This is an optimization exercise on Yosys and OpenROAD, whose aim is small area, a short achievable clock period and few clock cycles per item, not a production implementation.
Only simulation tests tie the RTL to the original design; equivalence was not proved.

File: flow/design.v
package ldpc_pkg;
    localparam int LIFT_Z   = 8;
    localparam int NUM_ROWS = 2;
    localparam int NUM_COLS = 4;
    localparam int CODE_N   = NUM_COLS * LIFT_Z;
    localparam int LLR_W    = 6;
    localparam int VEC_W    = LIFT_Z * LLR_W;
    localparam int APP_W    = NUM_COLS * VEC_W;
    localparam int CMSG_W   = 16;
    localparam int ROWMSG_W = LIFT_Z * CMSG_W;
    typedef logic [LIFT_Z*LLR_W-1:0]  llr_vec_t;
    typedef logic [3:0]               iter_t;
endpackage
`timescale 1ns/1ps
module decode_ctrl #(
    parameter int NUM_ITER_MAX = 10
) (
    input  logic         clk,
    input  logic         rst_n,
    input  logic         in_req,
    input  logic [1:0]   in_col,
    input  logic [47:0]  in_llr,
    input  logic [3:0]   max_iter,
    input  logic         out_ack,
    input  logic         syndrome_zero,
    input  logic [31:0]  hard_bits,
    output logic         in_ack,
    output logic         start,
    output logic         row_p,
    output logic [191:0] ld,
    output logic         out_req,
    output logic [31:0]  decoded,
    output logic [3:0]   iterations_used,
    output logic         decode_success,
    output logic [15:0]  cycle_count
);
    logic [191:0] fbuf;
    logic [191:0] fbuf_d;
    logic [3:0]   flim;
    logic [3:0]   flim_d;
    logic [1:0]   beat_cnt;
    logic         buf_full;
    logic         acc;
    logic         frame_avail;
    assign acc         = in_req && !in_ack && !buf_full;
    assign frame_avail = buf_full || (acc && beat_cnt == 2'd3);
    always_comb begin
        fbuf_d = fbuf;
        for (int c = 0; c < 4; c++)
            if (acc && in_col == 2'(c))
                fbuf_d[48*c +: 48] = in_llr;
        flim_d = flim;
        if (acc && in_col == 2'd0)
            flim_d = (max_iter > 4'(NUM_ITER_MAX)) ? 4'(NUM_ITER_MAX) : max_iter;
    end
    always_ff @(posedge clk) begin
        fbuf <= fbuf_d;
        flim <= flim_d;
    end
    always_comb begin
        for (int j = 0; j < 4; j++) begin
            for (int p = 0; p < 8; p++) begin
                logic [5:0] x;
                x = fbuf_d[(j*8 + ((p + j) % 8))*6 +: 6];
                ld[(j*8 + p)*6 +: 6] = {x[5], x[4:1], x[0] | (x[5] & ~|x[4:0])};
            end
        end
    end
    logic       a_v, a_row, a_first;
    logic [3:0] a_k, a_lim;
    logic [1:0] a_tag;
    logic       p_v, p_row, p_first;
    logic [3:0] p_k, p_lim;
    logic [1:0] p_tag;
    logic       check, fin;
    logic [2:0] inflight;       
    logic [1:0] seq;            
    logic [1:0] optr;           
    logic [3:0] r_valid;
    logic       out_done;
    assign check    = a_v && !a_row && !a_first;
    assign fin      = check && (syndrome_zero || a_k >= a_lim);
    assign start    = !p_v && frame_avail && !inflight[2];
    assign row_p    = p_row;
    assign out_done = out_req && out_ack;
    always_ff @(posedge clk or negedge rst_n) begin
        if (!rst_n) begin
            in_ack   <= 1'b0;
            beat_cnt <= '0;
            buf_full <= 1'b0;
            a_v      <= 1'b0;
            p_v      <= 1'b0;
            inflight <= '0;
            seq      <= '0;
            optr     <= '0;
            r_valid  <= '0;
            out_req  <= 1'b0;
        end else begin
            in_ack <= in_req && (in_ack || !buf_full);
            if (acc) beat_cnt <= beat_cnt + 1'b1;
            buf_full <= frame_avail && !start;
            p_v <= a_v && !fin;
            a_v <= p_v || start;
            if (start) seq <= seq + 1'b1;
            inflight <= inflight + 3'(start) - 3'(out_done);
            if (fin) r_valid[a_tag] <= 1'b1;
            if (out_req) begin
                if (out_ack) begin
                    out_req         <= 1'b0;
                    r_valid[optr]   <= 1'b0;
                    optr            <= optr + 1'b1;
                end
            end else if (r_valid[optr] && !out_ack) begin
                out_req <= 1'b1;
            end
        end
    end
    always_ff @(posedge clk) begin
        p_row   <= a_row;
        p_first <= a_first;
        p_k     <= a_k;
        p_lim   <= a_lim;
        p_tag   <= a_tag;
        if (start) begin
            a_row   <= 1'b0;
            a_first <= 1'b1;
            a_k     <= '0;
            a_lim   <= flim_d;
            a_tag   <= seq;
        end else begin
            a_row   <= !p_row;
            a_first <= 1'b0;
            a_k     <= p_k + 4'(p_row);
            a_lim   <= p_lim;
            a_tag   <= p_tag;
        end
    end
    logic [3:0][31:0] r_dec;
    logic [3:0][3:0]  r_it;
    logic [3:0]       r_ok;
    logic [3:0][5:0]  r_cc;
    always_ff @(posedge clk) begin
        for (int t = 0; t < 4; t++) begin
            if (fin && a_tag == 2'(t)) begin
                r_dec[t] <= hard_bits;
                r_it[t]  <= a_k;
                r_ok[t]  <= syndrome_zero;
                r_cc[t]  <= {2'b00, a_k} + {a_k, 2'b00};
            end
        end
    end
    assign decoded         = r_dec[optr];
    assign iterations_used = r_it[optr];
    assign decode_success  = r_ok[optr];
    assign cycle_count     = {10'd0, r_cc[optr]};
endmodule
`timescale 1ns/1ps
module app_memory (
    input  logic         clk,
    input  logic         start,        
    input  logic         row,          
    input  logic [191:0] ld,
    input  logic [191:0] upd,
    output logic [191:0] app
);
    logic [191:0] rot;
    for (genvar j = 0; j < 4; j++) begin : g_col
        localparam int D0 = (j == 0) ? 0 : (j == 1) ? 6 : (j == 2) ? 5 : 4;
        localparam int D1 = (j == 0) ? 0 : (j == 1) ? 2 : (j == 2) ? 3 : 4;
        for (genvar p = 0; p < 8; p++) begin : g_lane
            localparam int I0 = (p + 8 - D0) % 8;
            localparam int I1 = (p + 8 - D1) % 8;
            assign rot[(j*8 + p)*6 +: 6] = row ? upd[(j*8 + I1)*6 +: 6] : upd[(j*8 + I0)*6 +: 6];
        end
    end
    always_ff @(posedge clk) begin
        if (start)
            app <= ld;
        else
            app <= rot;
    end
endmodule
`timescale 1ns/1ps
module cn_stage1 (
    input  logic [23:0] app,         
    input  logic [23:0] nr,          
    output logic [23:0] q,
    output logic [19:0] sc,          
    output logic [5:0]  lt           
);
    logic [4:0] mq [4];
    always_comb begin
        for (int j = 0; j < 4; j++) begin
            logic [6:0] d;
            logic [5:0] qj;
            logic [6:0] t;
            d  = {app[6*j+5], app[6*j +: 6]} + {nr[6*j+5], nr[6*j +: 6]};
            if (!d[6] && d[5])
                qj = 6'b011111;
            else if (d[6] && (!d[5] || d[4:0] == 5'd0))
                qj = 6'b100001;
            else
                qj = d[5:0];
            q[6*j +: 6] = qj;
            mq[j] = (qj[4:0] ^ {5{qj[5]}}) + {4'd0, qj[5]};
            t = {2'b00, mq[j]} + {1'b0, mq[j], 1'b0};
            sc[5*j +: 5] = t[6:2];
        end
        lt[0] = mq[1] < mq[0];
        lt[1] = mq[2] < mq[0];
        lt[2] = mq[2] < mq[1];
        lt[3] = mq[3] < mq[0];
        lt[4] = mq[3] < mq[1];
        lt[5] = mq[3] < mq[2];
    end
endmodule
module cn_stage2 (
    input  logic [23:0] q,
    input  logic [19:0] sc,
    input  logic [5:0]  lt,
    output logic [23:0] app_new,
    output logic [15:0] msg_new      
);
    logic [4:0] s [4];
    logic [4:0] rm [4];       
    logic       l10, l20, l21, l30, l31, l32;
    logic [3:0] amin;         
    logic [3:0] sq;
    logic       par;
    assign {l32, l31, l30, l21, l20, l10} = lt;
    always_comb begin
        for (int j = 0; j < 4; j++) begin
            s[j]  = sc[5*j +: 5];
            sq[j] = q[6*j + 5];
        end
        rm[0] = (!l21 && !l31) ? s[1] : (!l32 ? s[2] : s[3]);
        rm[1] = (!l20 && !l30) ? s[0] : (!l32 ? s[2] : s[3]);
        rm[2] = ( l10 && !l31) ? s[1] : (!l30 ? s[0] : s[3]);
        rm[3] = ( l10 && !l21) ? s[1] : (!l20 ? s[0] : s[2]);
        amin[0] = !l10 && !l20 && !l30;
        amin[1] =  l10 && !l21 && !l31;
        amin[2] =  l20 &&  l21 && !l32;
        amin[3] =  l30 &&  l31 &&  l32;
        par = sq[0] ^ sq[1] ^ sq[2] ^ sq[3];
    end
    always_comb begin
        for (int j = 0; j < 4; j++) begin
            logic       ng;
            logic [6:0] d;
            ng = par ^ sq[j];
            d  = {q[6*j+5], q[6*j +: 6]} + ({2'b00, rm[j]} ^ {7{ng}}) + {6'd0, ng};
            if (!d[6] && d[5])
                app_new[6*j +: 6] = 6'b011111;
            else if (d[6] && (!d[5] || d[4:0] == 5'd0))
                app_new[6*j +: 6] = 6'b100001;
            else
                app_new[6*j +: 6] = d[5:0];
        end
    end
    always_comb begin
        logic [4:0] m1s, m2s;
        logic [1:0] idx;
        m1s = ({5{amin[0]}} & s[0]) | ({5{amin[1]}} & s[1]) |
              ({5{amin[2]}} & s[2]) | ({5{amin[3]}} & s[3]);
        m2s = ({5{amin[0]}} & rm[0]) | ({5{amin[1]}} & rm[1]) |
              ({5{amin[2]}} & rm[2]) | ({5{amin[3]}} & rm[3]);
        idx = {amin[2] | amin[3], amin[1] | amin[3]};
        msg_new = {sq ^ {4{par}}, idx, m2s, m1s};
    end
endmodule
module layer_unit (
    input  logic         clk,
    input  logic         msg_clear,    
    input  logic [191:0] app,          
    output logic [191:0] upd           
);
    logic [191:0] p_q;
    logic [159:0] p_sc;
    logic [47:0]  p_lt;
    logic [127:0] m2, m1;
    logic [191:0] m0;
    logic [127:0] msg_n;
    logic [191:0] s1_q;
    logic [159:0] s1_sc;
    logic [47:0]  s1_lt;
    logic [191:0] x_nr;
    for (genvar i = 0; i < 8; i++) begin : g_cn
        logic [23:0] a_in, nr_in, a_out;
        for (genvar j = 0; j < 4; j++) begin : g_col
            assign a_in[6*j +: 6]         = app[(j*8 + i)*6 +: 6];
            assign upd[(j*8 + i)*6 +: 6]  = a_out[6*j +: 6];
        end
        assign nr_in = m0[24*i +: 24];
        cn_stage1 u_s1 (
            .app (a_in),
            .nr  (nr_in),
            .q   (s1_q[24*i +: 24]),
            .sc  (s1_sc[20*i +: 20]),
            .lt  (s1_lt[6*i +: 6])
        );
        cn_stage2 u_s2 (
            .q       (p_q[24*i +: 24]),
            .sc      (p_sc[20*i +: 20]),
            .lt      (p_lt[6*i +: 6]),
            .app_new (a_out),
            .msg_new (msg_n[16*i +: 16])
        );
        always_comb begin
            logic [15:0] c;
            logic [4:0]  mg;
            c = m1[16*i +: 16];
            for (int j = 0; j < 4; j++) begin
                mg = (c[11:10] == 2'(j)) ? c[9:5] : c[4:0];
                x_nr[24*i + 6*j +: 6] = c[12 + j] ? {1'b0, mg} : -{1'b0, mg};
            end
        end
    end
    always_ff @(posedge clk) begin
        p_q  <= s1_q;
        p_sc <= s1_sc;
        p_lt <= s1_lt;
        m1   <= m2;
        if (msg_clear) begin
            m2 <= '0;
            m0 <= '0;
        end else begin
            m2 <= msg_n;
            m0 <= x_nr;
        end
    end
endmodule
`timescale 1ns/1ps
module syndrome_check (
    input  logic [191:0] app,
    output logic [31:0]  hard_bits,      
    output logic         syndrome_zero
);
    logic [31:0] hp;    
    logic [15:0] syn;
    always_comb begin
        for (int k = 0; k < 32; k++)
            hp[k] = app[6*k + 5];
        for (int j = 0; j < 4; j++)
            for (int i = 0; i < 8; i++)
                hard_bits[j*8 + i] = hp[j*8 + ((i + 8 - j) % 8)];
        for (int i = 0; i < 8; i++) begin
            syn[i]     = hp[i] ^ hp[8 + i] ^ hp[16 + i] ^ hp[24 + i];
            syn[8 + i] = hp[i] ^ hp[8 + ((i + 2) % 8)] ^ hp[16 + ((i + 3) % 8)] ^ hp[24 + ((i + 4) % 8)];
        end
    end
    assign syndrome_zero = ~|syn;
endmodule
`timescale 1ns/1ps
module ldpc_decoder_top #(
    parameter int NUM_ITER_MAX = 10
) (
    input  logic               clk,
    input  logic               rst_n,
    input  logic               in_req,
    input  logic [1:0]         in_col,
    input  ldpc_pkg::llr_vec_t in_llr,
    input  ldpc_pkg::iter_t    max_iter,
    output logic               in_ack,
    input  logic               out_ack,
    output logic               out_req,
    output logic [31:0]        decoded,
    output ldpc_pkg::iter_t    iterations_used,
    output logic               decode_success,
    output logic [15:0]        cycle_count
);
    logic         start;
    logic         row_p;
    logic [191:0] ld;
    logic [191:0] app;
    logic [191:0] upd;
    logic [31:0]  hard_bits;
    logic         syndrome_zero;
    decode_ctrl #(
        .NUM_ITER_MAX (NUM_ITER_MAX)
    ) u_ctrl (
        .clk             (clk),
        .rst_n           (rst_n),
        .in_req          (in_req),
        .in_col          (in_col),
        .in_llr          (in_llr),
        .max_iter        (max_iter),
        .out_ack         (out_ack),
        .syndrome_zero   (syndrome_zero),
        .hard_bits       (hard_bits),
        .in_ack          (in_ack),
        .start           (start),
        .row_p           (row_p),
        .ld              (ld),
        .out_req         (out_req),
        .decoded         (decoded),
        .iterations_used (iterations_used),
        .decode_success  (decode_success),
        .cycle_count     (cycle_count)
    );
    app_memory u_app (
        .clk   (clk),
        .start (start),
        .row   (row_p),
        .ld    (ld),
        .upd   (upd),
        .app   (app)
    );
    layer_unit u_layer (
        .clk       (clk),
        .msg_clear (start),
        .app       (app),
        .upd       (upd)
    );
    syndrome_check u_syn (
        .app           (app),
        .hard_bits     (hard_bits),
        .syndrome_zero (syndrome_zero)
    );
endmodule
File: flow/run.sh
#!/bin/bash
# synth_recipe.tcl (not shown) runs the flow's synth.tcl, then flattens the netlist and writes it again
# the make line also repeats each setting of config.mk as NAME=value (left out here)
make -C /OpenROAD-flow-scripts/flow DESIGN_CONFIG=/design/flow/config.mk WORK_HOME=/design/flow/orfs CLKGATE_MAP_FILE= SYNTH_SCRIPT=/design/flow/synth_recipe.tcl finish
File: flow/config.mk
export PLATFORM = sky130hd
export DESIGN_NAME = ldpc_decoder_top
export DESIGN_NICKNAME = ldpc_decoder_top
export VERILOG_FILES = /design/flow/design.v
export SDC_FILE = /design/flow/constraint.sdc
export NUM_CORES = 4
export LEC_CHECK = 0
export ABC_AREA = 1
export CAP_MARGIN = 20
export CORE_MARGIN = 2
export CORE_UTILIZATION = 40
export SLEW_MARGIN = 20
File: flow/constraint.sdc
create_clock -name core_clock -period 15.0 [get_ports {clk}]
set_input_delay 3.0000 -clock core_clock [delete_from_list [all_inputs] [get_ports {clk}]]
set_output_delay 3.0000 -clock core_clock [all_outputs]
set_load 0.01 [all_outputs]
==> run notes, run 1 <==
Status:
- The run finished with no timing, DRC or antenna violations.

Logic synthesis:
- The leading area contributor after synthesis is dfxtp_1.
- The combined area of all synthesized cells is 84900 sq um.
- The commonest cells after synthesis are 2595 x nand2_1, 1530 x inv_1, 1259 x dfxtp_1, 837 x nand3_1, 830 x o21ai_0.
- nand2_1 is the most common cell in the netlist.
- Sorting the synthesized cells by area gives the leading types as dfxtp_1 30%, nand2_1 11%, ha_1 11%, inv_1 6.8%, edfxtp_1 5.8%.
- The Yosys step of the flow raised 9 warnings.
- The top cell type by area accounts for 29.7% of the synthesized area.
- The share of synthesized registers carrying an async set or reset is 1.25%.
- The sequential share of the synthesized area is 36.0%.
- The gate count of the mapped netlist is 11200.
- Among all flip-flop cells after synthesis, the most frequent one is dfxtp_1.
- A synthesized cell averages 7.57 sq um.
- Counting flops with a built-in enable in the synthesized netlist gives 164.
- Yosys mapped the design onto 74 distinct sky130hd cell types.
- The count of state elements after synthesis is 1441.

Route:
- The number of vias after detailed routing is 75100.
- Wires add up to 273000 um.
- The routed via count divided by cell count is 5.26.
- For this run, design rule violations remaining after detail routing come to 0.
- After the first detailed-routing iteration, the DRC count stood at 6518.
- The routed wire length per instance is 19.1 um.
- The count of nets left with antenna violations once routing finished came out at 0.
- The detailed-routing iteration count for the pre-antenna-repair pass is 6.

GRT:
- The global routing usage on met2 is 39.7%.
- The total overflow left after global routing is 0.
- The first global-routing pass estimated 417000 um of wire.
- The most used routing layer in global routing is met2.
- Global routing used 3.47% of the available met3 tracks.
- For this run, the total global-route usage over all layers was measured as 24.7%.
- The number of global-route vias before repair is 71400.
- The initial antenna violation count came to 15.
- In the global route stage, met1 resource usage came out at 33.2%.
- The largest net degree at the start of global routing is 158.

CTS:
- Once the clock tree was built, the setup fixing pass inserted 0 buffers.
- The clock passes through at most 3 buffers.
- CTS saw 1441 sinks.
- The H-tree level count is 4.
- The quantity of gates resized following cts is 0.
- The later pin in the worst-skew pair is clocked with a latency of 830 ps.
- After clock tree synthesis, the flow added hold-fix buffers numbering 0.
- The clock root buffer is clkbuf_16.
- After clock tree synthesis, the clock-pin slew on the worst setup and hold paths is 60 ps.
- The TritonCTS buffer count is 165.
- The clock tree from TritonCTS is done.

Worst setup path:
- On the critical path, the stage with the largest delay is an instance of clkinv_1.
- Traced cell by cell, the critical path runs through buf_4, clkinv_1, buf_4, o21ai_0, o22ai_1, clkdlybuf4s50_1.
- The cell type group with the largest total delay on the critical path is buffers and inverters.
- The most used cell along the critical path is buf_4.
- The buffer and inverter count on the worst path is 4.
- Along the worst path, the maximum fanout reaches 45.
- The longest individual stage delay on the worst path is 640 ps.
- The startpoint class of the critical path is a flop.
- The arrival time at the worst endpoint is 3520 ps.
- The setup path with the least slack is of type flop to output port.
- STA puts the critical path data required time at 12000 ps.
- STA classifies the critical path endpoint as an output port.

Finish:
- The synthesis-to-finish area growth is 11.6%.
- For this run, the share of the core covered by cells in the final layout is 44.8%.
- After the last flow step, the layout net total stands at 12200.
- Of the cells placed in the final design, the portion with a size suffix greater than 1 is 5.05%.

Floorplanning:
- Measured along the y axis, the die boundary spans 465 um.
- The core region is 212000 sq um.
- The die outline area is 216000 sq um.
- In this run the horizontal extent of the chip is 465 um.
- The effective utilization at floorplan is 40.1%.
- After floorplanning, the core was divided into 169 placement rows.
- The number of top-level pins is 113.

Place:
- The HPWL after detailed placement is 214000 um.
- At the end of routability-driven placement, the weighted congestion stood at 0.954.
- Buffers placed on the I/O ports in this run total 102.

STA:
- The final max-slew violation count is 0.
- The final period demand of the worst path is 6520 ps.
- The final-report hold violation count is 0.
- Setup repair after global routing left no endpoint under its margin.
- The transition at the pin with the smallest max-transition slack is 1030 ps.
- Headroom to the max-slew limit came out at 30.8%.
- Static timing analysis puts the maximum clock frequency at 153 MHz.
- Of the available clock period, the critical path in the final layout requires 43.5%.
- The setup TNS is 0 ps.
- The clock arrives with 32.0 ps of skew.
- The count of final setup violators is 0.

Hold path:
- The min-delay analysis places its worst path in the category flop to flop.

Job:
- Max-cap violations in this run came to 0.
[per-layer routing]
metal / wire, um / up-vias
li1: - / 37300
met4: 11200 / 16
met3: 15900 / 474
met2: 122000 / 2187
met1: 124000 / 35100
met5: 104 / -
[placed cells by master (no fill, tap or decap), types with 42 or more instances in the layout]
cell type / synthesis / routed
o211ai_1: 68 / 68
xor2_1: 299 / 299
o22ai_1: 69 / 69
nand2_1: 2595 / 2594
xnor2_1: 202 / 202
inv_1: 1530 / 1524
o21ai_0: 830 / 829
a41oi_1: 46 / 46
nand2_2: 42 / 42
fa_1: 98 / 98
or2_2: 103 / 103
clkbuf_16: 0 / 170
nor3_1: 227 / 226
nand3_1: 837 / 835
edfxtp_1: 164 / 164
clkdlybuf4s50_1: 0 / 102
nor4_1: 45 / 45
nor2_1: 546 / 545
a21oi_1: 607 / 607
dfxtp_1: 1259 / 1259
nand4_1: 115 / 115
nand3b_1: 81 / 81
ha_1: 753 / 753
[cells by family (layout without fill, tap and decap cells)]
logic type | count (synthesis) | count (layout) | synth area share, %
flops | 1441 | 1441 | 36.0
fa+ha+maj | 851 | 851 | 13.4
mux | 28 | 28 | 0.331
buf+inv | 1765 | 2004 | 7.93
compound gates | 1948 | 1948 | 13.1
simple gates | 4677 | 4677 | 24.0
other cells | 1 | 16 | 0.00442
xor+xnor | 506 | 506 | 5.27
[path summary, 6_finish.rpt]
| path | start | to | slack, ps | cells after the start |
|---|---|---|---|---|
| worst max register to register | u_app.app[119]$_DFF_P_ | u_layer.p_sc[72]$_DFF_P_ | 10050 | 14 |
| worst min-delay path | u_layer.m2[120]$_SDFF_PP0_ | u_layer.m1[120]$_DFF_P_ | 320 | 0 |
| worst max-delay path | u_ctrl.optr[1]$_DFFE_PN0P_ | decoded[0] | 8480 | 6 |
| worst min register to register | u_layer.m2[120]$_SDFF_PP0_ | u_layer.m1[120]$_DFF_P_ | 320 | 0 |
| max in group asynchronous | rst_n | u_ctrl.optr[0]$_DFFE_PN0P_ | 12150 | 2 |
| min in group asynchronous | rst_n | u_ctrl.in_ack$_DFF_PN0_ | 2550 | 2 |
[metrics by stage]
stage                     cell area [sq um]  cells  hold WS, ps  worst slack (ps)
after detailed placement              89000  14000          312              8100
after global placement                89000  14000          310              8160
after global routing                  94800  14300          322              8300
final                                 94800  14300          318              8480
after CTS                             94700  14300          320              8370
after floorplan                       85000  11200          310              9610
[sequential cells by signal (all words and copies together) (netlist names), 8 cells and up]
name and count:
u_ctrl.r_dec 128, u_ctrl.fbuf 192, u_ctrl.r_it 8, u_layer.p_q 192, u_layer.m1 128, u_app.app 192, u_layer.p_lt 48, u_layer.p_sc 160
u_layer.m0 192, u_ctrl.r_cc 24, u_layer.m2 128
[layout make-up]
cell class | instances | area (sq um)
timing repair buffer | 143 | 1340
sequential | 1441 | 30600
tap | 2821 | 3530
multi-input combinational | 8020 | 47700
fill | 20700 | 117000
clock buffer | 226 | 4750
clock inverter | 79 | 1000
antenna | 6 | 15.0
inverter | 1556 | 5850
Testbench counts, summed over its fixed seeds: cycles 13,592, frames 1,200.
==> inputs of run 2 (changes only) <==
--- a/flow/design.v
+++ b/flow/design.v
@@ -25,7 +25,7 @@
     input  logic         syndrome_zero,
     input  logic [31:0]  hard_bits,
     output logic         in_ack,
-    output logic         start,
+    output logic         slot_free,    
     output logic         row_p,
     output logic [191:0] ld,
     output logic         out_req,
@@ -38,24 +38,30 @@
     logic [191:0] fbuf_d;
     logic [3:0]   flim;
     logic [3:0]   flim_d;
+    logic [47:0]  stg_llr;
+    logic [1:0]   stg_col;
+    logic [3:0]   stg_mi;
+    logic         stg_v;
     logic [1:0]   beat_cnt;
-    logic         buf_full;
+    logic         buf_full;      
     logic         acc;
-    logic         frame_avail;
-    assign acc         = in_req && !in_ack && !buf_full;
-    assign frame_avail = buf_full || (acc && beat_cnt == 2'd3);
+    logic         start;
+    assign acc = in_req && !in_ack && (!buf_full || start);
     always_comb begin
         fbuf_d = fbuf;
         for (int c = 0; c < 4; c++)
-            if (acc && in_col == 2'(c))
-                fbuf_d[48*c +: 48] = in_llr;
+            if (stg_v && stg_col == 2'(c))
+                fbuf_d[48*c +: 48] = stg_llr;
         flim_d = flim;
-        if (acc && in_col == 2'd0)
-            flim_d = (max_iter > 4'(NUM_ITER_MAX)) ? 4'(NUM_ITER_MAX) : max_iter;
+        if (stg_v && stg_col == 2'd0)
+            flim_d = (stg_mi > 4'(NUM_ITER_MAX)) ? 4'(NUM_ITER_MAX) : stg_mi;
     end
     always_ff @(posedge clk) begin
-        fbuf <= fbuf_d;
-        flim <= flim_d;
+        fbuf    <= fbuf_d;
+        flim    <= flim_d;
+        stg_llr <= in_llr;
+        stg_col <= in_col;
+        stg_mi  <= max_iter;
     end
     always_comb begin
         for (int j = 0; j < 4; j++) begin
@@ -73,44 +79,46 @@
     logic [3:0] p_k, p_lim;
     logic [1:0] p_tag;
     logic       check, fin;
+    logic [2:0] seq;            
+    logic [2:0] optr;           
     logic [2:0] inflight;       
-    logic [1:0] seq;            
-    logic [1:0] optr;           
     logic [3:0] r_valid;
     logic       out_done;
     assign check    = a_v && !a_row && !a_first;
     assign fin      = check && (syndrome_zero || a_k >= a_lim);
-    assign start    = !p_v && frame_avail && !inflight[2];
+    assign inflight = seq - optr;
+    assign start    = !p_v && buf_full && !inflight[2];
     assign row_p    = p_row;
+    assign slot_free = !p_v;
     assign out_done = out_req && out_ack;
     always_ff @(posedge clk or negedge rst_n) begin
         if (!rst_n) begin
             in_ack   <= 1'b0;
+            stg_v    <= 1'b0;
             beat_cnt <= '0;
             buf_full <= 1'b0;
             a_v      <= 1'b0;
             p_v      <= 1'b0;
-            inflight <= '0;
             seq      <= '0;
             optr     <= '0;
             r_valid  <= '0;
             out_req  <= 1'b0;
         end else begin
-            in_ack <= in_req && (in_ack || !buf_full);
+            in_ack <= in_ack ? in_req : acc;
+            stg_v  <= acc;
             if (acc) beat_cnt <= beat_cnt + 1'b1;
-            buf_full <= frame_avail && !start;
+            buf_full <= (acc && beat_cnt == 2'd3) || (buf_full && !start);
             p_v <= a_v && !fin;
             a_v <= p_v || start;
             if (start) seq <= seq + 1'b1;
-            inflight <= inflight + 3'(start) - 3'(out_done);
             if (fin) r_valid[a_tag] <= 1'b1;
+            if (out_done) optr <= optr + 1'b1;
             if (out_req) begin
                 if (out_ack) begin
                     out_req         <= 1'b0;
-                    r_valid[optr]   <= 1'b0;
-                    optr            <= optr + 1'b1;
+                    r_valid[optr[1:0]] <= 1'b0;
                 end
-            end else if (r_valid[optr] && !out_ack) begin
+            end else if (r_valid[optr[1:0]] && !out_ack) begin
                 out_req <= 1'b1;
             end
         end
@@ -121,12 +129,12 @@
         p_k     <= a_k;
         p_lim   <= a_lim;
         p_tag   <= a_tag;
-        if (start) begin
+        if (slot_free) begin
             a_row   <= 1'b0;
             a_first <= 1'b1;
             a_k     <= '0;
             a_lim   <= flim_d;
-            a_tag   <= seq;
+            a_tag   <= seq[1:0];
         end else begin
             a_row   <= !p_row;
             a_first <= 1'b0;
@@ -149,10 +157,14 @@
             end
         end
     end
-    assign decoded         = r_dec[optr];
-    assign iterations_used = r_it[optr];
-    assign decode_success  = r_ok[optr];
-    assign cycle_count     = {10'd0, r_cc[optr]};
+    always_ff @(posedge clk) begin
+        if (!out_req) begin
+            decoded         <= r_dec[optr[1:0]];
+            iterations_used <= r_it[optr[1:0]];
+            decode_success  <= r_ok[optr[1:0]];
+            cycle_count     <= {10'd0, r_cc[optr[1:0]]};
+        end
+    end
 endmodule
 `timescale 1ns/1ps
 module app_memory (
@@ -368,7 +380,7 @@
     output logic               decode_success,
     output logic [15:0]        cycle_count
 );
-    logic         start;
+    logic         slot_free;
     logic         row_p;
     logic [191:0] ld;
     logic [191:0] app;
@@ -388,7 +400,7 @@
         .syndrome_zero   (syndrome_zero),
         .hard_bits       (hard_bits),
         .in_ack          (in_ack),
-        .start           (start),
+        .slot_free       (slot_free),
         .row_p           (row_p),
         .ld              (ld),
         .out_req         (out_req),
@@ -399,7 +411,7 @@
     );
     app_memory u_app (
         .clk   (clk),
-        .start (start),
+        .start (slot_free),
         .row   (row_p),
         .ld    (ld),
         .upd   (upd),
@@ -407,7 +419,7 @@
     );
     layer_unit u_layer (
         .clk       (clk),
-        .msg_clear (start),
+        .msg_clear (slot_free),
         .app       (app),
         .upd       (upd)
     );
==> run 2 against run 1 <==
Compared with the run above: critical endpoint is now decoded[18]; fmax rose by 37%; core utilization rose by 0.27 points; highest routed layer is now met4; count of clock-buffer cells in the layout rose by 12; non-clock buffer count fell by 3; clock skew rose by 44 ps; sequential share of layout area rose by 1.3 points.
==> run notes, run 2 <==
Logic synthesis:
- In this run, synthesis produced a sequential element count of 1536.
- After synthesis, the cell types taking the most area are dfxtp_1 30%, nand2_1 11%, ha_1 11%, edfxtp_1 7.0%, inv_1 6.6%.
- The share of synthesized registers carrying an async set or reset is 1.17%.
- The number of synthesized flops with an enable pin is 205.
- The number of warnings printed during yosys synthesis is 9.
- The gate count of the mapped netlist is 11500.
- Sorting the synthesized cells by how often they occur yields 2683 x nand2_1, 1533 x inv_1, 1313 x dfxtp_1, 871 x nand3_1, 859 x o21ai_0.
- Dividing the synthesized area by the synthesized cell count gives 7.66 sq um.
- In the synthesized netlist the dominant register cell turns out to be dfxtp_1.
- In this run the cell area of the synthesized design comes to 87700 sq um.
- The biggest area contributor in the post-synthesis netlist is dfxtp_1.
- The most repeated cell in the gate-level netlist after synthesis is nand2_1.
- After synthesis, the netlist uses 75 different library cells.
- After synthesis, flip-flops and latches occupy 37.5% of the total area.
- The area share of the largest cell type after synthesis is 30.0%.

Worst setup path:
- The worst register-to-register path ends at u_layer.p_lt[26]$_DFF_P_.
- The worst setup path is captured at an output port.
- The reg-to-reg setup timing slack is 10380 ps.
- Walking the worst path, the cells encountered are clkdlybuf4s50_1.
- The arrival time at the worst endpoint is 1750 ps.
- The longest individual stage delay on the worst path is 540 ps.
- The startpoint of the most critical register-to-register path is u_app.app[120]$_DFF_P_.
- Counting cells, the worst reg-to-reg path comes to 18.
- Of all nets on the critical path, the largest fanout is 1.
- The startpoint class of the critical path is a flop.
- The slowest stage cell on the critical path is clkdlybuf4s50_1.
- The critical path is of the flop to output port type.
- The cell type group with the largest total delay on the critical path is buffers and inverters.
- The buffer and inverter count on the worst path is 1.
- The required time reported for the critical path endpoint is 12000 ps.

Hold path:
- Along the worst hold path, the cell count comes to 0.
- The worst hold path belongs to the class flop to flop.
- The startpoint identified for the worst hold timing path is u_layer.m2[70]$_SDFF_PN0_.
- The destination of the worst hold path is u_layer.m1[70]$_DFF_P_.

STA:
- The post-route worst setup slack is 10250 ps.
- Setup repair after global routing left no endpoint under its margin.
- In this run the tightest slew margin relative to its limit is 20.5%.
- The count of final setup violators is 0.
- The final max-slew violation count is 0.
- The final-report hold violation count is 0.
- Between clock sinks in the finished design, the worst skew comes to 75.8 ps.
- The final period demand of the worst path is 4750 ps.
- After layout, the worst path uses 31.7% of the clock period.
- For the pin with the worst max-slew slack, the measured transition is 1180 ps.
- The setup TNS is 0 ps.
- Static timing analysis puts the maximum clock frequency at 210 MHz.

Finish:
- Cells fill 45.0% of the core in the end.
- From synthesis to final layout, the design area changed by 11.8%.
- The library cell used most frequently in the layout, excluding fill and tap cells, is nand2_1.
- After the last flow step, the layout net total stands at 12500.
- The proportion of layout cells with a drive suffix above 1 is 5.89%.
- In the layout the commonest cells are 2683 x nand2_1, 1525 x inv_1, 1313 x dfxtp_1.

Route:
- The routed via count divided by cell count is 5.24.
- The routed design uses 15100 um of met3 wire.
- After detailed routing, the total wire length is 277000 um.
- The detailed-routing iteration count for the pre-antenna-repair pass is 8.
- The post-route DRC violation count is 0.
- For this block, the initial DRC count from the detailed router was 6312.
- The number of vias after detailed routing is 76500.
- In this run the remaining antenna-violating nets after routing total 0.
- The routed wire length per instance is 19.0 um.
- In the final routing, the length of wire on met1 measures 125000 um.
- Wire segments on met2 add up to 126000 um in the final route.
- The topmost layer with routed signal wires is met4.

Floorplanning:
- The vertical extent of the die is 472 um.
- The number of rows created at floorplan is 171.
- The area of the core is 218000 sq um.
- The effective utilization at floorplan is 40.3%.
- The die outline area is 223000 sq um.
- 113 I/O pins were placed.
- From left edge to right edge, the die measures 472 um.

Place:
- The count of input and output buffers is 102.
- The half-perimeter wire length of the detailed placement result is 217000 um.
- The placer's final routability congestion estimate is 0.950.
- The setup slack at placement is 10510 ps.

GRT:
- After global routing the overflow that remains totals 0.
- The first-pass GRT wire length is 424000 um.
- The number of global-route vias before repair is 73200.
- Entering global routing, the biggest net connects 97 pins.
- The initial antenna violation count was 14.
- Global routing consumed, over all layers together, 24.3% of the routing resources.

CTS:
- The clock edge transition at the registers on the reported setup and hold paths is 60 ps.
- At the later pin of the worst-skew pair, clock insertion delay measures 850 ps.
- Buffers inserted during clock tree synthesis total 178.
- TritonCTS built the clock tree.
- The H-tree was split into 4 levels.
- The total of hold buffers inserted after clock tree synthesis is 0.
- The cell sitting at the root of the clock tree is a clkbuf_16.
- The maximum buffer depth of the clock tree is 3.
- The quantity of gates resized following cts is 0.
- Buffers added to address setup during post-CTS repair amount to 0.
- The CTS sink count is 1536.

Status:
- The run finished with no timing, DRC or antenna violations.

Job:
- Max-cap violations in this run came to 0.
[run 2: final cells by class]
type / instances / area (sq um)
Antenna cell: 3 / 7.51
Clock buffer: 238 / 5040
Clock inverter: 94 / 1190
Fill cell: 21500 / 120000
Inverter: 1579 / 5950
Multi-Input combinational cell: 8136 / 48000
Sequential cell: 1536 / 32900
Tap cell: 2854 / 3570
Timing Repair Buffer: 140 / 1300
[run 2: worst max-delay path by stage]
stage                                     endpoint                         start  depth (start not counted)
after detailed placement  u_layer.p_sc[13]$_DFF_P_        u_app.app[101]$_DFF_P_                         16
after global placement        u_ctrl.p_v$_DFF_PN0_                         rst_n                          1
after floorplan           u_layer.p_sc[43]$_DFF_P_         u_app.app[12]$_DFF_P_                         20
after global routing      u_layer.p_sc[28]$_DFF_P_         u_app.app[54]$_DFF_P_                         21
final                                  decoded[18]  u_ctrl.decoded[18]$_DFFE_PN_                          1
after CTS                              decoded[18]  u_ctrl.decoded[18]$_DFFE_PN_                          1
[run 2: layer usage]
| layer | global-route usage (%) | vias up |
|---|---|---|
| met1 | 32.4 | 35700 |
| met3 | 2.83 | 476 |
| met2 | 40.1 | 2247 |
| li1 | - | 38100 |
| met5 | 0 | - |
| met4 | 9.48 | 0 |
[run 2: cell families after synthesis]
family          after synthesis  synth area share [%]
compound gates             1916                  12.3
xor+xnor                    482                  4.90
fa+ha+maj                   847                  12.9
buf+inv                    1789                  7.79
flops                      1536                  37.5
mux                          14                 0.161
other cells                   1               0.00428
simple gates               4867                  24.4
[run 2: per-stage QoR]
| stage | cell area, sq um | cells | hold slack [ps] |
|---|---|---|---|
| finish | 98000 | 14600 | 282 |
| global route | 98000 | 14600 | 292 |
| CTS | 98000 | 14600 | 274 |
| detailed placement | 91800 | 14200 | 312 |
| global placement | 91800 | 14200 | 310 |
| floorplan | 87700 | 11500 | 310 |
Testbench counts of run 2, summed over its fixed seeds: cycles 13,600, frames 1,200.
==> inputs of run 3 (changes only) <==
--- a/flow/design.v
+++ b/flow/design.v
@@ -146,14 +146,12 @@
     logic [3:0][31:0] r_dec;
     logic [3:0][3:0]  r_it;
     logic [3:0]       r_ok;
-    logic [3:0][5:0]  r_cc;
     always_ff @(posedge clk) begin
         for (int t = 0; t < 4; t++) begin
             if (fin && a_tag == 2'(t)) begin
                 r_dec[t] <= hard_bits;
                 r_it[t]  <= a_k;
                 r_ok[t]  <= syndrome_zero;
-                r_cc[t]  <= {2'b00, a_k} + {a_k, 2'b00};
             end
         end
     end
@@ -162,7 +160,7 @@
             decoded         <= r_dec[optr[1:0]];
             iterations_used <= r_it[optr[1:0]];
             decode_success  <= r_ok[optr[1:0]];
-            cycle_count     <= {10'd0, r_cc[optr[1:0]]};
+            cycle_count     <= {12'd0, r_it[optr[1:0]]} + {10'd0, r_it[optr[1:0]], 2'b00};
         end
     end
 endmodule
--- a/flow/config.mk
+++ b/flow/config.mk
@@ -8,5 +8,5 @@
 export ABC_AREA = 1
 export CAP_MARGIN = 20
 export CORE_MARGIN = 2
-export CORE_UTILIZATION = 40
+export CORE_UTILIZATION = 65
 export SLEW_MARGIN = 20
==> run 3 against run 2 <==
Compared with the run above: worst hold slack improved by 34 ps; non-clock buffer count down 2; synthesized cell count about the same; fmax fell by 0.34%; die area decreased by 38%; clock skew decreased by 47 ps; sequential cell count shrank 15; still clean on timing, DRC and antenna; register-to-register slack gained 70 ps; core utilization grew 27 points; global-route usage up 13 points; critical path depth unchanged.
==> run notes, run 3 <==
Logic synthesis:
- The count of state elements after synthesis is 1521.
- Summing the sequential cell areas from Yosys gives 37.0% of the chip area.
- The dominant register cell in the synthesized netlist is dfxtp_1.
- The synthesized design devotes to its leading area cell type 30.0% of total area.
- The combined area of all synthesized cells is 87600 sq um.
- In the post-synthesis netlist, the biggest area contributors are dfxtp_1 30%, nand2_1 11%, ha_1 11%, inv_1 6.7%, edfxtp_1 6.5%.
- Of all flip-flops after synthesis, the portion carrying an async set or reset was 1.18%.
- During synthesis, Yosys emitted a total of 9 warnings.
- A synthesized cell averages 7.64 sq um.
- The most repeated cell in the gate-level netlist after synthesis is nand2_1.
- The commonest cells after synthesis are 2676 x nand2_1, 1554 x inv_1, 1313 x dfxtp_1, 873 x o21ai_0, 844 x nand3_1.
- The biggest area contributor in the post-synthesis netlist is dfxtp_1.
- After technology mapping, the gate count stands at 11500.
- The number of different library cells used by synthesis comes to 78.
- The number of synthesized flops with an enable pin is 190.

Job:
- The tool flagged a number of max-cap violations equal to 0.

Route:
- The starting DRC count in detailed routing is 7919.
- The detailed router placed 78900 vias in this run.
- Dividing the detail-routed wire length by the instance count gives 19.5 um.
- The detailed-routing iteration count for the pre-antenna-repair pass is 8.
- Using the TritonRoute via totals, the vias-per-cell ratio works out to 5.86.
- The final layout contains routed wiring with a total length of 263000 um.
- The detail route stage leaves a number of antenna-violating nets equal to 0.
- In the routed design, unresolved DRC markers number 0.

Finish:
- The most frequent standard cell in the layout excluding fill and tap cells is nand2_1.
- Of the cells placed in the final design, the portion with a size suffix greater than 1 is 5.81%.
- The core utilization of the finished layout is 71.9%.
- The top cell types in the final layout, fill and taps aside, are 2676 x nand2_1, 1552 x inv_1, 1313 x dfxtp_1.
- The synthesis-to-finish area growth is 9.61%.
- The filler cell count is 10600.
- The number of nets at the end of the flow is 12500.

STA:
- In the post-route analysis, the smallest setup slack over all paths is 10230 ps.
- Hold timing on the final database bottoms out at a slack of 316 ps.
- The final max-slew violation count came to 0.
- For the final database, setup skew stands at 28.5 ps.
- At the pin with the least slew margin, the transition time is 1080 ps.
- The setup TNS is 0 ps.
- The worst path needs 4770 ps of the cycle, external delays included.
- Setup violations remaining at the end of the flow were counted as 0.
- The relative slew slack is 27.3%.
- The final-report hold violation count came to 0.
- The maximum clock frequency is 210 MHz.
- After layout, the worst path uses 31.8% of the clock period.
- Setup repair after global routing left no endpoint under its margin.

CTS:
- The TritonCTS buffer count is 161.
- After clock tree synthesis, the clock-pin slew on the worst setup and hold paths is 60 ps.
- Counting along the longest clock path gives a buffer depth of 3.
- In this run, post-CTS hold repair placed 0 buffers.
- TritonCTS built the clock tree.
- Post-CTS repair changed the size of 0 cells.
- Counting every sink on the clock net gives 1521.
- The later-pin clock latency in the skew report is 810 ps.
- The clock root buffer is clkbuf_16.
- The buffer count from post-CTS setup fixing is 0.
- The H-tree level count is 4.

Worst setup path:
- Together, buffers and inverters on the worst path number 1.
- The startpoint of the most critical register-to-register path is u_app.app[131]$_DFF_P_.
- The critical path is of the flop to output port type.
- In this run the critical register-to-register path is captured at u_layer.p_lt[32]$_DFF_P_.
- In this design, the stage delay of the slowest critical-path cell is 570 ps.
- Counting cells, the worst reg-to-reg path comes to 14.
- The reg-to-reg setup timing slack is 10450 ps.
- For the worst setup path, the data arrival time is 1770 ps.
- Data on the critical path is required at its endpoint by 12000 ps.
- The slowest stage cell on the critical path is clkdlybuf4s50_1.
- The kind of cell with the highest combined delay along the critical path is buffers and inverters.
- Traced cell by cell, the critical path runs through clkdlybuf4s50_1.
- STA classifies the critical path startpoint as a flop.
- The largest fanout on the critical path is 3.
- STA classifies the critical path endpoint as an output port.

Floorplanning:
- The die covers 138000 sq um.
- 113 I/O pins were placed.
- The vertical extent of the die is 371 um.
- The initial utilization of the core area, before any placement, comes to 65.6%.
- From left edge to right edge, the die measures 371 um.
- The area of the core is 134000 sq um.
- The number of rows created at floorplan is 134.

Hold path:
- Along the worst hold path, the cell count comes to 0.
- In this run the worst hold path is classified as flop to flop.
- The startpoint identified for the worst hold timing path is u_layer.m2[33]$_SDFF_PN0_.
- The path with the worst hold slack has its endpoint at u_layer.m1[33]$_DFF_P_.

GRT:
- The overall global routing resource usage is 37.5%.
- Entering global routing, the biggest net connects 209 pins.
- For this run the aggregate overflow at the end of global routing stands at 0.
- The number of global-route vias before repair is 74800.
- The first-pass GRT wire length is 407000 um.
- The initial antenna violation count is 18.

Place:
- The congestion estimate from routability-driven global placement came to 1.00.
- Summed over all nets, the half-perimeter wirelength after detailed placement is 201000 um.
- Input and output buffers added on the ports amount to 103.
- The setup slack at placement is 10630 ps.

Status:
- The flow ran to the end and the layout has no timing, DRC or antenna violations.
run 3: changes by cell type after synthesis, moves of 14 or more:
| cell | change |
|---|---|
| o22ai_1 | -14 |
| nand2_2 | +19 |
| a21oi_1 | +23 |
| o21ai_0 | +14 |
| nand3_1 | -27 |
| edfxtp_1 | -15 |
| nor2_1 | -16 |
| inv_1 | +21 |
run 3: worst max-delay path by stage:
| stage | endpoint | cells after the start | from |
|---|---|---|---|
| 2_1_floorplan | u_layer.p_sc[69]$_DFF_P_ | 21 | u_app.app[66]$_DFF_P_ |
| 6_report | in_ack | 1 | u_ctrl.in_ack$_DFF_PN0_ |
| 5_1_grt | u_layer.p_lt[32]$_DFF_P_ | 14 | u_app.app[131]$_DFF_P_ |
| 4_1_cts | in_ack | 1 | u_ctrl.in_ack$_DFF_PN0_ |
| 3_5_place_dp | u_ctrl.p_v$_DFF_PN0_ | 1 | rst_n |
| 3_3_place_gp | u_ctrl.p_v$_DFF_PN0_ | 1 | rst_n |
run 3: routing by layer:
layer / vias up / share of wire, % / track usage [%]
li1: 38000 / - / -
met1: 36700 / 42 / 49.3
met2: 3506 / 45 / 60.2
met3: 680 / 9.0 / 6.84
met4: 12 / 4.7 / 16.9
met5: - / 0.029 / 0
run 3: cell families after synthesis:
logic type                 share of synthesized area (%)
and+or+nand+nor                                     24.1
AOI/OAI and AO/OA                                   12.7
buffers and inverters                               7.89
DFF                                                 37.0
adders and majority gates                           13.1
xor gates and xnor gates                            4.91
muxes                                              0.253
other                                            0.00428
run 3: stage by stage:
stage	instances	area (sq um)
after global routing	13500	96000
after CTS	13500	96000
final	13500	96000
after floorplan	11500	87600
after detailed placement	13200	90400
after global placement	13200	90400
run 3: area by class of cell:
cell class	instances	area (sq um)	area share [%]
inverters	1600	6040	6.29
repair buffers	138	1310	1.36
clock buffers	220	4680	4.87
diodes	4	10.0	0.0104
clock inverters	74	981	1.02
well taps	1768	2210	2.30
flip-flops and latches	1521	32400	33.8
multi-input cells	8141	48400	50.4
Testbench counts of run 3, summed over its fixed seeds: cycles 13,600, frames 1,200.
==> inputs of run 4 (changes only) <==
--- a/flow/design.v
+++ b/flow/design.v
@@ -72,24 +72,27 @@
             end
         end
     end
-    logic       a_v, a_row, a_first;
+    logic       a_v, a_row;
     logic [3:0] a_k, a_lim;
     logic [1:0] a_tag;
-    logic       p_v, p_row, p_first;
+    logic       p_v, p_row, p_last;
     logic [3:0] p_k, p_lim;
     logic [1:0] p_tag;
-    logic       check, fin;
+    logic       c_v, c_last;
+    logic [3:0] c_k;
+    logic [1:0] c_tag;
+    logic       fin, kill;
     logic [2:0] seq;            
     logic [2:0] optr;           
     logic [2:0] inflight;       
     logic [3:0] r_valid;
     logic       out_done;
-    assign check    = a_v && !a_row && !a_first;
-    assign fin      = check && (syndrome_zero || a_k >= a_lim);
+    assign fin      = c_v && (syndrome_zero || c_last);
+    assign kill     = fin && !c_last;        
     assign inflight = seq - optr;
-    assign start    = !p_v && buf_full && !inflight[2];
+    assign slot_free = !p_v || p_last;
+    assign start    = slot_free && buf_full && !inflight[2];
     assign row_p    = p_row;
-    assign slot_free = !p_v;
     assign out_done = out_req && out_ack;
     always_ff @(posedge clk or negedge rst_n) begin
         if (!rst_n) begin
@@ -99,6 +102,7 @@
             buf_full <= 1'b0;
             a_v      <= 1'b0;
             p_v      <= 1'b0;
+            c_v      <= 1'b0;
             seq      <= '0;
             optr     <= '0;
             r_valid  <= '0;
@@ -108,10 +112,11 @@
             stg_v  <= acc;
             if (acc) beat_cnt <= beat_cnt + 1'b1;
             buf_full <= (acc && beat_cnt == 2'd3) || (buf_full && !start);
-            p_v <= a_v && !fin;
-            a_v <= p_v || start;
+            p_v <= a_v && !kill;
+            a_v <= (p_v && !p_last) || start;
+            c_v <= p_v && p_row;
             if (start) seq <= seq + 1'b1;
-            if (fin) r_valid[a_tag] <= 1'b1;
+            if (fin) r_valid[c_tag] <= 1'b1;
             if (out_done) optr <= optr + 1'b1;
             if (out_req) begin
                 if (out_ack) begin
@@ -125,19 +130,20 @@
     end
     always_ff @(posedge clk) begin
         p_row   <= a_row;
-        p_first <= a_first;
+        p_last  <= a_row && (a_k + 1'b1 >= a_lim);
         p_k     <= a_k;
         p_lim   <= a_lim;
         p_tag   <= a_tag;
+        c_last  <= p_last;
+        c_k     <= p_k + 1'b1;
+        c_tag   <= p_tag;
         if (slot_free) begin
             a_row   <= 1'b0;
-            a_first <= 1'b1;
             a_k     <= '0;
             a_lim   <= flim_d;
             a_tag   <= seq[1:0];
         end else begin
             a_row   <= !p_row;
-            a_first <= 1'b0;
             a_k     <= p_k + 4'(p_row);
             a_lim   <= p_lim;
             a_tag   <= p_tag;
@@ -148,9 +154,9 @@
     logic [3:0]       r_ok;
     always_ff @(posedge clk) begin
         for (int t = 0; t < 4; t++) begin
-            if (fin && a_tag == 2'(t)) begin
+            if (fin && c_tag == 2'(t)) begin
                 r_dec[t] <= hard_bits;
-                r_it[t]  <= a_k;
+                r_it[t]  <= c_k;
                 r_ok[t]  <= syndrome_zero;
             end
         end
@@ -171,7 +177,8 @@
     input  logic         row,          
     input  logic [191:0] ld,
     input  logic [191:0] upd,
-    output logic [191:0] app
+    output logic [191:0] app,
+    output logic [31:0]  hard_q        
 );
     logic [191:0] rot;
     for (genvar j = 0; j < 4; j++) begin : g_col
@@ -184,6 +191,14 @@
         end
     end
     always_ff @(posedge clk) begin
+        for (int j = 0; j < 4; j++) begin
+            for (int i = 0; i < 8; i++) begin
+                hard_q[j*8 + ((i + ((j == 0) ? 0 : (j == 1) ? 3 : (j == 2) ? 5 : 7)) % 8)] <=
+                    upd[(j*8 + i)*6 + 5];
+            end
+        end
+    end
+    always_ff @(posedge clk) begin
         if (start)
             app <= ld;
         else
@@ -194,38 +209,33 @@
 module cn_stage1 (
     input  logic [23:0] app,         
     input  logic [23:0] nr,          
-    output logic [23:0] q,
+    output logic [27:0] d,           
     output logic [19:0] sc,          
     output logic [5:0]  lt           
 );
-    logic [4:0] mq [4];
+    logic [5:0] ad [4];
     always_comb begin
         for (int j = 0; j < 4; j++) begin
-            logic [6:0] d;
-            logic [5:0] qj;
+            logic [6:0] dj;
+            logic [4:0] mq;
             logic [6:0] t;
-            d  = {app[6*j+5], app[6*j +: 6]} + {nr[6*j+5], nr[6*j +: 6]};
-            if (!d[6] && d[5])
-                qj = 6'b011111;
-            else if (d[6] && (!d[5] || d[4:0] == 5'd0))
-                qj = 6'b100001;
-            else
-                qj = d[5:0];
-            q[6*j +: 6] = qj;
-            mq[j] = (qj[4:0] ^ {5{qj[5]}}) + {4'd0, qj[5]};
-            t = {2'b00, mq[j]} + {1'b0, mq[j], 1'b0};
+            dj = {app[6*j+5], app[6*j +: 6]} + {nr[6*j+5], nr[6*j +: 6]};
+            d[7*j +: 7] = dj;
+            ad[j] = (dj[5:0] ^ {6{dj[6]}}) + {5'd0, dj[6]};
+            mq = ad[j][5] ? 5'd31 : ad[j][4:0];
+            t  = {2'b00, mq} + {1'b0, mq, 1'b0};
             sc[5*j +: 5] = t[6:2];
         end
-        lt[0] = mq[1] < mq[0];
-        lt[1] = mq[2] < mq[0];
-        lt[2] = mq[2] < mq[1];
-        lt[3] = mq[3] < mq[0];
-        lt[4] = mq[3] < mq[1];
-        lt[5] = mq[3] < mq[2];
+        lt[0] = ad[1] < ad[0];
+        lt[1] = ad[2] < ad[0];
+        lt[2] = ad[2] < ad[1];
+        lt[3] = ad[3] < ad[0];
+        lt[4] = ad[3] < ad[1];
+        lt[5] = ad[3] < ad[2];
     end
 endmodule
 module cn_stage2 (
-    input  logic [23:0] q,
+    input  logic [27:0] d,           
     input  logic [19:0] sc,
     input  logic [5:0]  lt,
     output logic [23:0] app_new,
@@ -237,9 +247,22 @@
     logic [3:0] amin;         
     logic [3:0] sq;
     logic       par;
+    logic [23:0] q;           
     assign {l32, l31, l30, l21, l20, l10} = lt;
     always_comb begin
         for (int j = 0; j < 4; j++) begin
+            logic [6:0] dj;
+            dj = d[7*j +: 7];
+            if (!dj[6] && dj[5])
+                q[6*j +: 6] = 6'b011111;
+            else if (dj[6] && (!dj[5] || dj[4:0] == 5'd0))
+                q[6*j +: 6] = 6'b100001;
+            else
+                q[6*j +: 6] = dj[5:0];
+        end
+    end
+    always_comb begin
+        for (int j = 0; j < 4; j++) begin
             s[j]  = sc[5*j +: 5];
             sq[j] = q[6*j + 5];
         end
@@ -284,13 +307,13 @@
     input  logic [191:0] app,          
     output logic [191:0] upd           
 );
-    logic [191:0] p_q;
+    logic [223:0] p_d;
     logic [159:0] p_sc;
     logic [47:0]  p_lt;
     logic [127:0] m2, m1;
     logic [191:0] m0;
     logic [127:0] msg_n;
-    logic [191:0] s1_q;
+    logic [223:0] s1_d;
     logic [159:0] s1_sc;
     logic [47:0]  s1_lt;
     logic [191:0] x_nr;
@@ -304,12 +327,12 @@
         cn_stage1 u_s1 (
             .app (a_in),
             .nr  (nr_in),
-            .q   (s1_q[24*i +: 24]),
+            .d   (s1_d[28*i +: 28]),
             .sc  (s1_sc[20*i +: 20]),
             .lt  (s1_lt[6*i +: 6])
         );
         cn_stage2 u_s2 (
-            .q       (p_q[24*i +: 24]),
+            .d       (p_d[28*i +: 28]),
             .sc      (p_sc[20*i +: 20]),
             .lt      (p_lt[6*i +: 6]),
             .app_new (a_out),
@@ -326,7 +349,7 @@
         end
     end
     always_ff @(posedge clk) begin
-        p_q  <= s1_q;
+        p_d  <= s1_d;
         p_sc <= s1_sc;
         p_lt <= s1_lt;
         m1   <= m2;
@@ -341,21 +364,16 @@
 endmodule
 `timescale 1ns/1ps
 module syndrome_check (
-    input  logic [191:0] app,
-    output logic [31:0]  hard_bits,      
-    output logic         syndrome_zero
+    input  logic [31:0] hard_bits,
+    output logic        syndrome_zero
 );
-    logic [31:0] hp;    
     logic [15:0] syn;
     always_comb begin
-        for (int k = 0; k < 32; k++)
-            hp[k] = app[6*k + 5];
-        for (int j = 0; j < 4; j++)
-            for (int i = 0; i < 8; i++)
-                hard_bits[j*8 + i] = hp[j*8 + ((i + 8 - j) % 8)];
         for (int i = 0; i < 8; i++) begin
-            syn[i]     = hp[i] ^ hp[8 + i] ^ hp[16 + i] ^ hp[24 + i];
-            syn[8 + i] = hp[i] ^ hp[8 + ((i + 2) % 8)] ^ hp[16 + ((i + 3) % 8)] ^ hp[24 + ((i + 4) % 8)];
+            syn[i]     = hard_bits[i] ^ hard_bits[8 + ((i + 1) % 8)] ^
+                         hard_bits[16 + ((i + 2) % 8)] ^ hard_bits[24 + ((i + 3) % 8)];
+            syn[8 + i] = hard_bits[i] ^ hard_bits[8 + ((i + 3) % 8)] ^
+                         hard_bits[16 + ((i + 5) % 8)] ^ hard_bits[24 + ((i + 7) % 8)];
         end
     end
     assign syndrome_zero = ~|syn;
@@ -412,8 +430,9 @@
         .start (slot_free),
         .row   (row_p),
         .ld    (ld),
-        .upd   (upd),
-        .app   (app)
+        .upd    (upd),
+        .app    (app),
+        .hard_q (hard_bits)
     );
     layer_unit u_layer (
         .clk       (clk),
@@ -422,7 +441,6 @@
         .upd       (upd)
     );
     syndrome_check u_syn (
-        .app           (app),
         .hard_bits     (hard_bits),
         .syndrome_zero (syndrome_zero)
     );
==> run 4 against run 3 <==
Compared with the run above: final cell count grew 4.0%; cell area grew 3.6%; clock skew shrank 8.4 ps; synthesized area grew 3.6%; largest cell class unchanged.
==> run notes, run 4 <==
GRT:
- After global routing the overflow that remains totals 0.
- The number of global-route vias before repair was 75800.
- The largest net degree at the start of global routing is 101.
- The initial antenna violation count is 24.
- The first-pass GRT wire length is 422000 um.
- The overall global routing resource usage is 38.1%.

Job:
- Max-cap violations in this run came to 0.

Finish:
- The area of the multi-input gates is 48800 sq um.
- The number of nets at the end of the flow is 12900.
- Leaving out fill and tap cells, the most frequent cell in the layout is nand2_1.
- Counting the fill cells in the layout gives 11000.
- The non-filler instance count after layout is 14000.
- The area growth from synthesis to layout is 9.58%.
- The antenna diode instance count is 0.
- The number of flip-flops in the largest register is 224.
- The proportion of layout cells with a drive suffix above 1 is 5.93%.
- The top cell types in the final layout, fill and taps aside, are 2543 x nand2_1, 1882 x inv_1, 1384 x dfxtp_1.
- The most flop-heavy register is u_layer.p_d.
- The cell area after layout is 99500 sq um.
- Across the whole layout, storage elements account for 33900 sq um.

Floorplanning:
- Measured along the y axis, the die boundary spans 378 um.
- The number of rows created at floorplan is 137.
- The effective utilization at floorplan is 65.3%.
- From left edge to right edge, the die measures 378 um.
- Pin placement for this block handled 113 I/O pins.
- The area of the core is 139000 sq um.
- The die covers 143000 sq um.

CTS:
- The later-pin clock latency in the skew report is 810 ps.
- The maximum buffer depth of the clock tree is 3.
- Clock tree synthesis selected as its root buffer the cell clkbuf_16.
- The H-tree level count is 4.
- The CTS sink count is 1593.
- The number of hold buffers added after CTS was 0.
- Clock-pin slew was measured on the worst setup and hold paths at 60 ps.
- Gates resized during post-CTS repair numbered 0.
- The buffer count from post-CTS setup fixing is 0.
- The clock tree from TritonCTS is done.
- Buffers inserted during clock tree synthesis total 168.

STA:
- Setup repair after global routing left no endpoint under its margin.
- The transition at the pin with the smallest max-transition slack is 1100 ps.
- The tightest hold path in the finished design has a slack of 318 ps.
- The ratio of final minimum period to clock period is 31.6%.
- Headroom to the max-slew limit came out at 25.9%.
- The final-report hold violation count is 0.
- The final max-slew violation count is 0.
- The maximum clock frequency is 211 MHz.
- In the final timing run, aggregate negative setup slack is 0 ps.
- The routed design could run at a clock period as short as 4750 ps.
- The count of final setup violators is 0.
- The largest clock skew in the final design is 20.1 ps.

Logic synthesis:
- The combined area of all synthesized cells is 90800 sq um.
- The post-synthesis cell type count is 72.
- Sequential cells were found to cover 37.3% of the synthesized design area.
- The area share of the largest cell type after synthesis is 30.5%.
- By area the synthesized netlist is led by dfxtp_1 31%, ha_1 11%, nand2_1 11%, inv_1 7.8%, edfxtp_1 6.3%.
- A synthesized cell averages 7.65 sq um.
- The leading area contributor after synthesis is dfxtp_1.
- The number of synthesized flops with an enable pin is 190.
- The most used flip-flop cell after synthesis is dfxtp_1.
- In this run, synthesis produced a sequential element count of 1593.
- For this run, asynchronously set or reset flops after synthesis account for 1.19%.
- For this run, the number of Yosys warnings is 9.
- The gate count of the mapped netlist is 11900.
- nand2_1 is the most common cell in the netlist.
- By count the netlist is led by 2543 x nand2_1, 1886 x inv_1, 1384 x dfxtp_1, 875 x o21ai_0, 798 x ha_1.

Worst setup path:
- On the critical path the largest part of the delay comes from simple AND/OR/NAND/NOR gates.
- Traced cell by cell, the critical path runs through inv_1, nand2_1, nand3_1, nand3_2, nand2_2, inv_2, nand2_1, nand2_1, xor2_1, inv_1, fa_1, o31ai_1, a21oi_1, or2_2, nand2_1, inv_1, nand2_4, nand2_1, nand2_1, nand3_1.
- Among the stages of the critical path, the cell type that occurs most often is nand2_1.
- STA classifies the critical path startpoint as a flop.
- The worst setup path is of the flop to flop kind.
- The longest individual stage delay on the worst path is 470 ps.
- Data on the critical path is required at its endpoint by 15500 ps.
- The number of buffers and inverters on the critical path is 4.
- The worst setup path is captured at a flop.
- The largest fanout on the critical path is 11.
- Data on the critical path arrives at its endpoint at 5250 ps.
- For this design, the slowest cell found on the critical path is dfxtp_1.

Route:
- The detailed-routing iteration count for the pre-antenna-repair pass is 8.
- For this run, design rule violations remaining after detail routing come to 0.
- Dividing the detail-routed wire length by the instance count gives 19.8 um.
- For this block, the via count after detailed routing is 80400.
- The starting DRC count in detailed routing is 8116.
- Dividing the detail-routed via count by the number of cells gives 5.74.
- After detailed routing, the total wire length is 277000 um.
- In this run the remaining antenna-violating nets after routing total 0.

Place:
- The half-perimeter wire length of the detailed placement result is 216000 um.
- Once placement finished, the instance area stood at 93600 sq um.
- Port buffering added 103 buffers.
- Including well taps, the total number of placed cells is 13700.
- At the end of routability-driven placement, the weighted congestion stood at 1.03.

Status:
- The run finished with no timing, DRC or antenna violations.

Hold path:
- The class of the tightest hold or removal check is flop to flop.
==> run 4: cell count changes after synthesis, moves of 42 or more <==
| cell | delta |
|---|---|
| nand3_1 | -109 |
| dfxtp_1 | +71 |
| a21oi_1 | +126 |
| xor2_1 | +113 |
| nand2_1 | -133 |
| nor3_1 | -64 |
| nor2_1 | +128 |
| o31ai_1 | +42 |
| inv_1 | +332 |
==> run 4: path summary, 6_finish.rpt <==
| check | startpoint | end | slack [ps] | cells past startpoint |
|---|---|---|---|---|
| setup / recovery | u_layer.p_d[118]$_DFF_P_ | u_app.app[60]$_DFF_P_ | 10250 | 20 |
| hold / removal | u_layer.m2[63]$_SDFF_PN0_ | u_layer.m1[63]$_DFF_P_ | 320 | 0 |
| setup reg to reg | u_layer.p_d[118]$_DFF_P_ | u_app.app[60]$_DFF_P_ | 10250 | 20 |
| hold reg to reg | u_layer.m2[63]$_SDFF_PN0_ | u_layer.m1[63]$_DFF_P_ | 320 | 0 |
| max in group asynchronous | rst_n | u_ctrl.optr[0]$_DFFE_PN0P_ | 11710 | 1 |
| min in group asynchronous | rst_n | u_ctrl.p_v$_DFF_PN0_ | 2690 | 1 |
==> run 4: logic make-up (layout without fill, tap and decap cells) <==
logic type               Yosys count  after routing  synth area share, %
AND/OR/NAND/NOR                 4571           4571                 21.9
buffers and inverters           2147           2395                 9.05
AO/OA/AOI/OAI                   2053           2053                 12.5
flip-flops                      1593           1593                 37.3
adder cells (fa/ha/maj)          895            895                 13.1
XOR/XNOR                         598            598                 5.82
multiplexers                      19             19                0.214
other                              1              9              0.00413
==> run 4: layout make-up <==
| class | instances | area share, % |
|---|---|---|
| Inverter | 1944 | 7.35 |
| Tap cell | 1876 | 2.36 |
| Timing Repair Buffer | 136 | 1.29 |
| Clock inverter | 85 | 1.13 |
| Multi-Input combinational cell | 8145 | 49.0 |
| Clock buffer | 230 | 4.78 |
| Sequential cell | 1593 | 34.1 |
==> run 4: stage by stage <==
step / utilization (%) / setup slack (ps)
2_1_floorplan: - / 11420
3_3_place_gp: 67.3 / 10470
3_5_place_dp: 67.3 / 10390
4_1_cts: 71.6 / 10220
5_1_grt: 71.6 / 9990
6_report: 71.6 / 10250
==> run 4: worst reg2reg max path: cells and delay by family, from the launching register on <==
family	cells	cell delay [ps]
buffers and inverters	4	700
XOR/XNOR	1	230
AND/OR/NAND/NOR	12	2070
AO/OA/AOI/OAI	2	530
adder cells (fa/ha/maj)	1	430
flip-flops	1	470
==> run 4: metal layers <==
metal  up-vias  GRT usage (%)  part of all wire (%)
li1      38700              -                     -
met1     37500           49.3                    41
met2      3394           60.7                    45
met3       753           6.78                   8.7
met4        24           20.0                   5.7
met5         -              0                 0.056
Testbench counts of run 4, summed over its fixed seeds: cycles 13,359, frames 1,200.

-- afterwards: timing with drivers on the ports --
How much do the figures lean on ideal ports? The routed layouts below were timed once more, with nothing changed but the port constraints. Step 1 assumes that a clkbuf_16 drives the clock port and a buf_2 every other input. Step 2, shift: input delay + t, output delay - t, t = (earliest + latest rising clock arrival at the registers) / 2. This alone moves slack from input paths to output paths. a / b / c = ideal / step 1 / step 2; a / b = the first two.
| run | shift t [ns] | slack for setup (ns) | hold slack, ns | latest minus earliest clock arrival (ns) |
|---|---|---|---|---|
| run 1 | 0.905 | 8.476 / 8.386 / 8.025 | 0.318 / 0.318 / 0.318 | 0.037 / 0.037 |
| run 2 | 0.911 | 10.247 / 10.153 / 10.383 | 0.282 / 0.282 / 0.282 | 0.078 / 0.078 |
| run 3 | 0.885 | 10.231 / 10.144 / 10.453 | 0.316 / 0.316 / 0.316 | 0.033 / 0.032 |
| run 4 | 0.891 | 10.253 / 10.182 / 10.253 | 0.318 / 0.318 / 0.318 | 0.023 / 0.023 |
After both steps setup and hold are still met in every run listed. For run 1, which loses most, drivers alone change the setup slack by -0.090 ns; drivers and shift together by -0.451 ns.
